This is an optimization exercise on Yosys and OpenROAD, whose aim is small area, a short achievable clock period and few clock cycles per item, not a production implementation. At most, simulation tests tie the RTL to the original design; equivalence was not proved. Power and IR drop assume default switching activity.

==> 06-07: inputs <==
==> flow/design.v (excerpt) <==
module rv_exec_top #(
    parameter logic [31:0] reset_pc = 32'h0000_0000
) (
    input  wire logic           clk,
    input  wire logic           rst_n,
    output logic                arvalid,
    input  wire logic           arready,
    output logic [31:0]         araddr,
    output logic [2:0]          arprot,
    input  wire logic           rvalid,
    output logic                rready,
    input  wire logic [31:0]    rdata,
    input  wire logic [1:0]     rresp,
    output logic                retire_valid,
    output logic [31:0]         retire_pc,
    output logic [4:0]          retire_rd,
    output logic [31:0]         retire_wdata,
    output logic                halted,
    output logic [1:0]          trap_cause,
    output logic [31:0]         trap_pc
);
clock: 10.0 ns
lec_check: 0
cap_margin: 20
core_margin: 2
core_utilization: 30
place_density: 0.4
slew_margin: 20
run.sh (not shown) runs the stock make flow with config.mk's settings and CLKGATE_MAP_FILE= SYNTH_SCRIPT=/design/flow/synth_recipe.tcl, a recipe that flattens the netlist after the stock synthesis.
==> inputs of 02-15, as changes to 06-07 <==
--- a/flow/config.mk
+++ b/flow/config.mk
@@ -7,2 +7,3 @@
 export LEC_CHECK = 0
+export ABC_CLOCK_PERIOD_IN_PS = 4000
 export CAP_MARGIN = 20
@@ -11,2 +12,3 @@
 export PLACE_DENSITY = 0.4
+export SETUP_SLACK_MARGIN = 5
 export SLEW_MARGIN = 20
==> notes.md <==
| metric | 06-07 | 02-15 |
|---|---|---|
| Power consumption | 12.1 mW | 12.5 mW |
| Power Dens Cells | 170 nW/um^2 | 168 nW/um^2 |
| Arrival time of data at the critical path endpoint | 7.58 ns | 5.81 ns |
| Required time at the worst-slack endpoint | 10.72 ns | 10.65 ns |
| DP Area | 66,400 sq um | 66,400 sq um |
| Share of cell area taken by flip-flops and latches | 0.497 | 0.479 |
| Final wirelength | 352 mm | 366 mm |
| Unrepaired setup endpoints after global routing | no | yes |
| MaxCap Viol Count | 0 | 3 |
| Run status | complete, no violations | complete, but fails checks |
| Reasons for failing layout checks | - | max-capacitance violations, max-slew violations |
| Met1 WL | 135 mm | 138 mm |
| IR drop worst, VDD | 202 uV | 188 uV |
| Multi-input logic area | 23,800 sq um | 25,000 sq um |
| First-iteration detailed-routing DRC count | 9,059 | 9,536 |
| Average via count per standard cell | 6.64 | 6.74 |
| Amount of wire on met3 after detailed routing | 37.1 mm | 41.2 mm |
| Startpoint of the lowest-slack hold path | reg_file_inst.valid[7] | reg_file_inst.valid[12] |
| Number of pins with negative max-slew slack in the final report | 0 | 7 |
| Share of the clock period used by the worst path after layout | 0.686 | 0.516 |
No functional check of the RTL was part of any run of this note.


==> build 39 <==
Another version of the RTL of rv_exec_top (not shown whole).
==> flow/design.v (excerpt) <==
module rv_exec_top #(
    parameter logic [31:0] reset_pc = 32'h0000_0000
) (
    input  wire logic           clk,
    input  wire logic           rst_n,
    output logic                arvalid,
    input  wire logic           arready,
    output logic [31:0]         araddr,
    output logic [2:0]          arprot,
    input  wire logic           rvalid,
    output logic                rready,
    input  wire logic [31:0]    rdata,
    input  wire logic [1:0]     rresp,
    output logic                retire_valid,
    output logic [31:0]         retire_pc,
    output logic [4:0]          retire_rd,
    output logic [31:0]         retire_wdata,
    output logic                halted,
    output logic [1:0]          trap_cause,
    output logic [31:0]         trap_pc
);
clock: 10.0 ns
lec_check: 0
cap_margin: 20
core_margin: 2
core_utilization: 45
cts_buf_list: sky130_fd_sc_hd__clkbuf_4 sky130_fd_sc_hd__clkbuf_8
cts_cluster_size: 20
place_density: 0.55
slew_margin: 20
standard.sh (not shown) runs the stock make flow with config.mk's settings and CLKGATE_MAP_FILE= SYNTH_SCRIPT=/design/flow/synth_recipe.tcl, a recipe that flattens the netlist after the stock synthesis.
==> flow/flow/run.sh <==
#!/bin/bash
set -euo pipefail
MARGIN=${MARGIN:-6.0}
sed "s/CLKGATE_MAP_FILE= /CLKGATE_MAP_FILE= SETUP_SLACK_MARGIN=$MARGIN /" standard.sh > standard_margin.sh
bash standard_margin.sh > make_flow.log 2>&1
==> inputs of build 29, as changes to build 39 <==
--- a/flow/design.v
+++ b/flow/design.v
@@ -27,13 +27,13 @@
     output logic             is_jal,
     output logic             is_jalr,
     output logic             is_branch,
     output logic             sub_mode,    
     output logic             left,        
     output logic             fill,        
-    output logic [8:0]       sel          
+    output logic [10:0]      sel          
 );
     logic [4:0] opcode;
     logic [2:0] funct3;
     logic [6:0] funct7;
     logic       f7_zero;
     logic       f7_alt;
@@ -64,17 +64,18 @@
     logic       is_alu;
     logic       rd_nz;
     assign is_alu = is_op | is_op_imm;
     assign rd_nz  = inst[11:7] != 5'd0;
     assign left   = funct3 == 3'b001;
     assign fill   = funct3 == 3'b101 && inst[30];
-    assign sel[0] = rd_nz & ((is_alu & (funct3 == 3'b000)) | is_lui | is_auipc);
-    for (genvar k = 1; k < 8; k++) begin : g_sel
+    for (genvar k = 0; k < 8; k++) begin : g_sel
         assign sel[k] = rd_nz & is_alu & (funct3 == k);
     end
-    assign sel[8] = rd_nz & (is_jal | is_jalr);
+    assign sel[8]  = rd_nz & is_lui;
+    assign sel[9]  = rd_nz & is_auipc;
+    assign sel[10] = rd_nz & (is_jal | is_jalr);
     assign sub_mode = is_branch | ((is_op | is_op_imm) & (funct3[2:1] == 2'b01)) |
                       (is_op & (funct3 == 3'b000) & inst[30]);
 endmodule
 `default_nettype wire
 `timescale 1ns/100ps
 `default_nettype none
@@ -88,33 +89,22 @@
     input  wire logic        fill,     
     input  wire logic [7:0]  sel,      
     output logic [31:0]      sum,
     output logic [31:0]      result,
     output logic             branch_taken
 );
+    logic        cout;
     logic        lt_u;
     logic        lt_s;
     logic        eq;
     logic [31:0] sh_in;
     logic [31:0] sh_out;
     logic [31:0] sh_rev;
-    prefix_add #(.W(32)) adder (.a(a), .b(b), .cin(sub_mode), .s(sum), .cout());
-    logic [31:0] lt_t [6];
-    logic [31:0] eq_t [6];
-    assign lt_t[0] = {1'b0, ~a[30:0] & ~b[30:0]};
-    assign eq_t[0] = {1'b1, a[30:0] ^ b[30:0]};
-    for (genvar l = 0; l < 5; l++) begin : g_cmp
-        for (genvar i = 0; i < (32 >> (l + 1)); i++) begin : g_node
-            assign lt_t[l+1][i] = lt_t[l][2*i+1] | (eq_t[l][2*i+1] & lt_t[l][2*i]);
-            assign eq_t[l+1][i] = eq_t[l][2*i+1] & eq_t[l][2*i];
-        end
-        assign lt_t[l+1][31:(32 >> (l + 1))] = '0;
-        assign eq_t[l+1][31:(32 >> (l + 1))] = '0;
-    end
-    assign lt_u = (~a[31] & ~b[31]) | ((a[31] ^ b[31]) & lt_t[5][0]);
-    assign lt_s = (a[31] & b[31]) | ((a[31] ^ b[31]) & lt_t[5][0]);
+    prefix_add #(.W(32)) adder (.a(a), .b(b), .cin(sub_mode), .s(sum), .cout(cout));
+    assign lt_u = ~cout;
+    assign lt_s = (a[31] == b[31]) ? a[31] : sum[31];
     assign eq   = &(a ^ b);
     always_comb begin
         for (int i = 0; i < 32; i++)
             sh_in[i] = left ? a[31 - i] : a[i];
     end
     assign sh_out = $unsigned($signed({fill & a[31], sh_in}) >>> shamt);
@@ -215,35 +205,43 @@
 `default_nettype none
 import rv_pkg::*;
 module pc_unit (
     input  wire logic [31:2] pc,        
     input  wire logic [31:2] next_seq,  
     input  wire logic [31:0] inst,
-    output logic [31:2]      predicted,
-    output logic             near       
+    output logic [31:2]      predicted
 );
-    logic [9:2] j_low;
-    logic [9:2] b_low;
-    logic       j_c;
-    logic       b_c;
-    logic       sign;
-    prefix_add #(.W(8), .L(3)) j_add (
-        .a (pc[9:2]), .b (inst[29:22]), .cin (1'b0), .s (j_low), .cout (j_c)
-    );
-    prefix_add #(.W(8), .L(3)) b_add (
-        .a (pc[9:2]), .b ({inst[29:25], inst[11:9]}), .cin (1'b0), .s (b_low), .cout (b_c)
-    );
-    assign sign = inst[31];
-    assign near = (inst[6:2] == OPC_JAL)
-                ? ({inst[19:12], inst[20], inst[30]} == {10{sign}}) && (j_c == sign)
-                : ({inst[7], inst[30]} == {2{sign}}) && (b_c == sign);
+    logic [20:2] j_off;
+    logic [12:2] b_off;
+    logic [20:2] j_low;
+    logic [12:2] b_low;
+    logic        j_c;
+    logic        b_c;
+    logic [31:21] j_inc;
+    logic [31:21] j_dec;
+    logic [31:13] b_inc;
+    logic [31:13] b_dec;
+    logic [31:21] j_high;
+    logic [31:13] b_high;
+    logic        sign;
+    assign sign  = inst[31];
+    assign j_off = {inst[31], inst[19:12], inst[20], inst[30:22]};
+    assign b_off = {inst[31], inst[7], inst[30:25], inst[11:9]};
+    prefix_add #(.W(19)) j_add (.a(pc[20:2]), .b(j_off), .cin(1'b0), .s(j_low), .cout(j_c));
+    prefix_add #(.W(11), .L(4)) b_add (.a(pc[12:2]), .b(b_off), .cin(1'b0), .s(b_low), .cout(b_c));
+    prefix_add #(.W(11), .L(4)) j_up  (.a(pc[31:21]), .b(11'd0), .cin(1'b1), .s(j_inc), .cout());
+    prefix_add #(.W(11), .L(4)) j_dn  (.a(pc[31:21]), .b({11{1'b1}}), .cin(1'b0), .s(j_dec), .cout());
+    prefix_add #(.W(19)) b_up  (.a(pc[31:13]), .b(19'd0), .cin(1'b1), .s(b_inc), .cout());
+    prefix_add #(.W(19)) b_dn  (.a(pc[31:13]), .b({19{1'b1}}), .cin(1'b0), .s(b_dec), .cout());
+    assign j_high = (j_c == sign) ? pc[31:21] : j_c ? j_inc : j_dec;
+    assign b_high = (b_c == sign) ? pc[31:13] : b_c ? b_inc : b_dec;
     always_comb begin
         if (inst[6:2] == OPC_JAL)
-            predicted = {pc[31:10], j_low};
+            predicted = {j_high, j_low};
         else if (inst[6:2] == OPC_BRANCH)
-            predicted = {pc[31:10], b_low};
+            predicted = {b_high, b_low};
         else
             predicted = next_seq;
     end
 endmodule
 `default_nettype wire
 `timescale 1ns/100ps
@@ -358,13 +356,13 @@
     logic        d_jal;
     logic        d_jalr;
     logic        d_branch;
     logic        d_sub;
     logic        d_left;
     logic        d_fill;
-    logic [8:0]  d_sel;
+    logic [10:0] d_sel;
     logic [31:0] inst;
     logic [31:0] a;
     logic [31:0] b;         
     logic [4:0]  shamt;
     logic        legal;
     logic        is_lui;
@@ -372,41 +370,37 @@
     logic        is_jal;
     logic        is_jalr;
     logic        is_branch;
     logic        sub_mode;
     logic        left;
     logic        fill;
-    logic [8:0]  sel;
+    logic [10:0] sel;
     logic [31:0] sum;
     logic [31:0] alu_result;
     logic        branch_taken;
     logic        jal_mis;
     logic        jalr_mis;
     logic        misaligned;
     logic        ok;
     logic        commit;
     logic        trap;
     logic        redirect;
-    logic [31:2] redirect_pc;
-    logic [31:2] target;
-    logic        d_near;
-    logic        near;
     logic [4:0]  rd;
     logic        rd_nz;
     logic        we;
     logic [31:0] wdata;
+    logic [31:12] auipc_high;
     assign araddr  = {ar_addr, 2'b00};
     assign arprot  = 3'b100;  
     assign trap_pc = {pc, 2'b00};  
     prefix_add #(.W(30)) link_add (.a(pc), .b(30'd0), .cin(1'b1), .s(link), .cout());
     pc_unit pc_unit_inst (
         .pc        (pc),
         .next_seq  (link),
         .inst      (rdata),
-        .predicted (predicted),
-        .near      (d_near)
+        .predicted (predicted)
     );
     instr_decoder instr_decoder_inst (
         .inst      (rdata),
         .legal     (d_legal),
         .reg_b     (d_reg_b),
         .is_lui    (d_lui),
@@ -429,28 +423,25 @@
         .we       (we),
         .rd       (rd),
         .wdata    (wdata)
     );
     always_ff @(posedge clk) begin
         inst      <= rdata;
-        a         <= (rs1_data & {32{!(d_lui || d_auipc)}}) | ({pc, 2'b00} & {32{d_auipc}});
-        b         <= (d_reg_b ? rs2_data :
-                      (d_lui || d_auipc) ? {rdata[31:12], 12'b0} : {{20{rdata[31]}}, rdata[31:20]}) ^
-                     {32{d_sub}};
+        a         <= rs1_data;
+        b         <= (d_reg_b ? rs2_data : {{20{rdata[31]}}, rdata[31:20]}) ^ {32{d_sub}};
         shamt     <= d_reg_b ? rs2_data[4:0] : rdata[24:20];
         legal     <= d_legal;
         is_lui    <= d_lui;
         is_auipc  <= d_auipc;
         is_jal    <= d_jal;
         is_jalr   <= d_jalr;
         is_branch <= d_branch;
         sub_mode  <= d_sub;
         left      <= d_left;
         fill      <= d_fill;
         sel       <= d_sel;
-        near      <= d_near;
     end
     alu alu_inst (
         .a            (a),
         .b            (b),
         .shamt        (shamt),
         .funct3       (inst[14:12]),
@@ -466,26 +457,20 @@
     assign jal_mis  = is_jal & inst[21];
     assign jalr_mis = is_jalr & (a[1] ^ inst[21] ^ (a[0] & inst[20]));
     assign misaligned = jal_mis | jalr_mis | (is_branch & branch_taken & inst[8]);
     assign ok       = execute && legal;
     assign commit   = ok && !misaligned;
     assign trap     = execute && (!legal || misaligned);
-    prefix_add #(.W(30)) target_add (
-        .a    (pc),
-        .b    (is_jal ? {{12{inst[31]}}, inst[19:12], inst[20], inst[30:22]}
-                      : {{20{inst[31]}}, inst[7], inst[30:25], inst[11:9]}),
-        .cin  (1'b0),
-        .s    (target),
-        .cout ()
-    );
-    assign redirect = ok && ((is_branch && !branch_taken) || (is_jalr && !jalr_mis) ||
-                             ((is_jal || (is_branch && branch_taken)) && !near));
-    assign redirect_pc = is_jalr ? sum[31:2] : (is_branch && !branch_taken) ? link : target;
+    assign redirect = ok && ((is_branch && !branch_taken) || (is_jalr && !jalr_mis));
     assign rd_nz    = !is_branch && rd != 5'd0;
     assign we       = ok && rd_nz && !jal_mis && !jalr_mis;
-    assign wdata = alu_result | ({32{sel[8]}} & {link, 2'b00});
+    prefix_add #(.W(20)) auipc_add (.a(pc[31:12]), .b(inst[31:12]), .cin(1'b0), .s(auipc_high), .cout());
+    assign wdata = alu_result |
+                   ({32{sel[8]}} & {inst[31:12], 12'b0}) |
+                   ({32{sel[9]}} & {auipc_high, pc[11:2], 2'b00}) |
+                   ({32{sel[10]}} & {link, 2'b00});
     core_ctrl #(
         .reset_pc (reset_pc)
     ) core_ctrl_inst (
         .clk         (clk),
         .rst_n       (rst_n),
         .arvalid     (arvalid),
@@ -496,13 +481,13 @@
         .rresp       (rresp),
         .predicted   (predicted),
         .pc          (pc),
         .execute     (execute),
         .commit      (commit),
         .redirect    (redirect),
-        .redirect_pc (redirect_pc),
+        .redirect_pc (is_jalr ? sum[31:2] : link),
         .trap        (trap),
         .cause       (legal ? TRAP_MISALIGNED : TRAP_ILLEGAL),
         .halted      (halted),
         .trap_cause  (trap_cause)
     );
     always_ff @(posedge clk or negedge rst_n) begin
==> flow/run.sh (new file) <==
#!/bin/bash
# synth_recipe.tcl (not shown) runs the flow's synth.tcl, then flattens the netlist and writes it again
# the make line also repeats each setting of config.mk as NAME=value (left out here)
make -C /OpenROAD-flow-scripts/flow DESIGN_CONFIG=/design/flow/config.mk WORK_HOME=/design/flow/orfs CLKGATE_MAP_FILE= SYNTH_SCRIPT=/design/flow/synth_recipe.tcl finish
==> flow/config.mk (replaced) <==
export PLATFORM = sky130hd
export DESIGN_NAME = rv_exec_top
export DESIGN_NICKNAME = rv_exec_top
export VERILOG_FILES = /design/flow/design.v
export SDC_FILE = /design/flow/constraint.sdc
export NUM_CORES = 4
export LEC_CHECK = 0
export CAP_MARGIN = 20
export CORE_MARGIN = 2
export CORE_UTILIZATION = 30
export PLACE_DENSITY = 0.4
export SETUP_SLACK_MARGIN = 5
export SLEW_MARGIN = 20
removed: flow/flow/run.sh
removed: flow/standard.sh
==> inputs of build 13, as changes to build 39 <==
==> flow/flow/run.sh (replaced) <==
#!/bin/bash
set -euo pipefail
MARGIN=${MARGIN:-6.5}
sed "s/CLKGATE_MAP_FILE= /CLKGATE_MAP_FILE= SETUP_SLACK_MARGIN=$MARGIN /" standard.sh > standard_margin.sh
bash standard_margin.sh > make_flow.log 2>&1
==> flow/config.mk (replaced) <==
export PLATFORM = sky130hd
export DESIGN_NAME = rv_exec_top
export DESIGN_NICKNAME = rv_exec_top
export VERILOG_FILES = /design/flow/design.v
export SDC_FILE = /design/flow/constraint.sdc
export NUM_CORES = 4
export LEC_CHECK = 0
export CAP_MARGIN = 30
export CORE_MARGIN = 2
export CORE_UTILIZATION = 75
export CTS_BUF_LIST = sky130_fd_sc_hd__clkbuf_4 sky130_fd_sc_hd__clkbuf_8
export CTS_CLUSTER_SIZE = 20
export PLACE_DENSITY = 0.85
export SLEW_MARGIN = 20
==> insert_results.sql <==
INSERT INTO impl_metrics (metric_group, metric, value, unit) VALUES
('synth', 'ys_ff_latch', '1268', ''),
('placement', 'dpl-instance-area', '0.0643', 'mm²'),
('cts', 'clock-root-buffer', 'clkbuf_8', ''),
('cts', 'numCtsBuffers', '188', ''),
('synth', 'syn-mean-instance-area', '11.9', 'µm²'),
('placement', 'dpl.cell_count', '6060', ''),
('global_route', 'grt.met2_usage', '97.2', '%'),
('run_status', 'failed_stage', 'global routing', ''),
('placement', 'placement.setup.worst_slack', '4.40', 'ns'),
('run_status', 'error_that_halted_the_flow', '[ERROR GRT-0232] Routing congestion too high. Check the congestion heatmap in the GUI.', ''),
('global_route', 'grt_start_max_net_pins', '70', ''),
('run_status', 'run_status', 'stopped before the end', ''),
('synth', 'yosysUniqueCellTypes', '96', ''),
('global_route', 'global_route.overflow_total', '591', ''),
('global_route', 'total_global_routing_track_utilization', '88.4', '%'),
('cts', 'clock-sinks', '1268', '');
the above is filed under build 13

==> insert_results.sql <==
INSERT INTO impl_metrics (metric_group, metric, value, unit) VALUES
('run_status', 'run_status', 'no timing/DRC/antenna violations', ''),
('synth', 'yosysUniqueCellTypes', '97', ''),
('cts', 'numCtsBuffers', '150', ''),
('global_route', 'grt_start_max_net_pins', '54', ''),
('placement', 'placement.setup.worst_slack', '3.41', 'ns'),
('finish', 'largest_register_ff_count', '992', ''),
('placement', 'dpl-instance-area', '0.0665', 'mm²'),
('job', 'cap_violations', '0', ''),
('synth', 'syn-mean-instance-area', '12.0', 'µm²'),
('cts', 'clock-root-buffer', 'clkbuf_16', ''),
('placement', 'dpl.cell_count', '7710', ''),
('synth', 'ys_ff_latch', '1269', ''),
('finish', 'finalNonFillerCells', '8019', ''),
('global_route', 'global_route.overflow_total', '0', ''),
('global_route', 'total_global_routing_track_utilization', '27.6', '%');
the above is filed under build 29

==> insert_results.sql <==
INSERT INTO impl_metrics (metric_group, metric, value, unit) VALUES
('job', 'cap_violations', '0', ''),
('global_route', 'grt.met2_usage', '56.3', '%'),
('cts', 'clock-sinks', '1268', ''),
('cts', 'clock_path_buffers', '3', ''),
('run_status', 'run_status', 'no timing/DRC/antenna violations', ''),
('cts', 'clock-root-buffer', 'clkbuf_8', ''),
('setup_path', 'critical_path.cell_chain', 'inv_1, fa_2, nand3b_1, a21o_1, buf_4, a21oi_1, o31ai_2, o21bai_1, a21oi_1, xnor2_4, a221o_2', ''),
('synth', 'syn-mean-instance-area', '11.9', 'µm²'),
('finish', 'fillCellCount', '11700', ''),
('cts', 'numCtsBuffers', '211', ''),
('synth', 'ys_ff_latch', '1268', ''),
('placement', 'dpl.cell_count', '6766', ''),
('global_route', 'total_global_routing_track_utilization', '37.9', '%'),
('placement', 'dpl-instance-area', '0.0645', 'mm²'),
('global_route', 'grt_start_max_net_pins', '62', '');
the above is filed under build 39

Testbench counts of build 39, summed over its fixed seeds: cycles 20,403, items 9,600.
Testbench counts of build 29, summed over its fixed seeds: cycles 20,135, items 9,600.
Testbench counts of build 13, summed over its fixed seeds: cycles 20,403, items 9,600.

port drivers added, routing unchanged:
No port has a modelled driver above. Below, the same layouts with a new extraction and two added sets of constraints.
Step 1, drivers: a clkbuf_16 drives clk and a buf_2 each remaining input, both assumed.
Step 2, shift: input delay + t, output delay - t, t = (earliest + latest rising clock arrival at the registers) / 2. This alone moves slack from input paths to output paths.
Three values: ideal, step 1, step 2; two values: the first two.
run	t (ns)	slack for setup (ns)	clock arrival spread, ns	cell pins on the clock port's net
06-07	0.909	3.137 / 3.137 / 2.893	0.055 / 0.055	1
02-15	0.909	4.837 / 4.881 / 3.973	0.051 / 0.051	1
build 39	1.047	5.869 / 5.869 / 4.849	0.057 / 0.056	1
build 29	0.893	4.836 / 4.890 / 3.998	0.033 / 0.033	1
For build 39, which loses most, drivers alone change the setup slack by 0.000 ns; drivers and shift together by -1.020 ns.
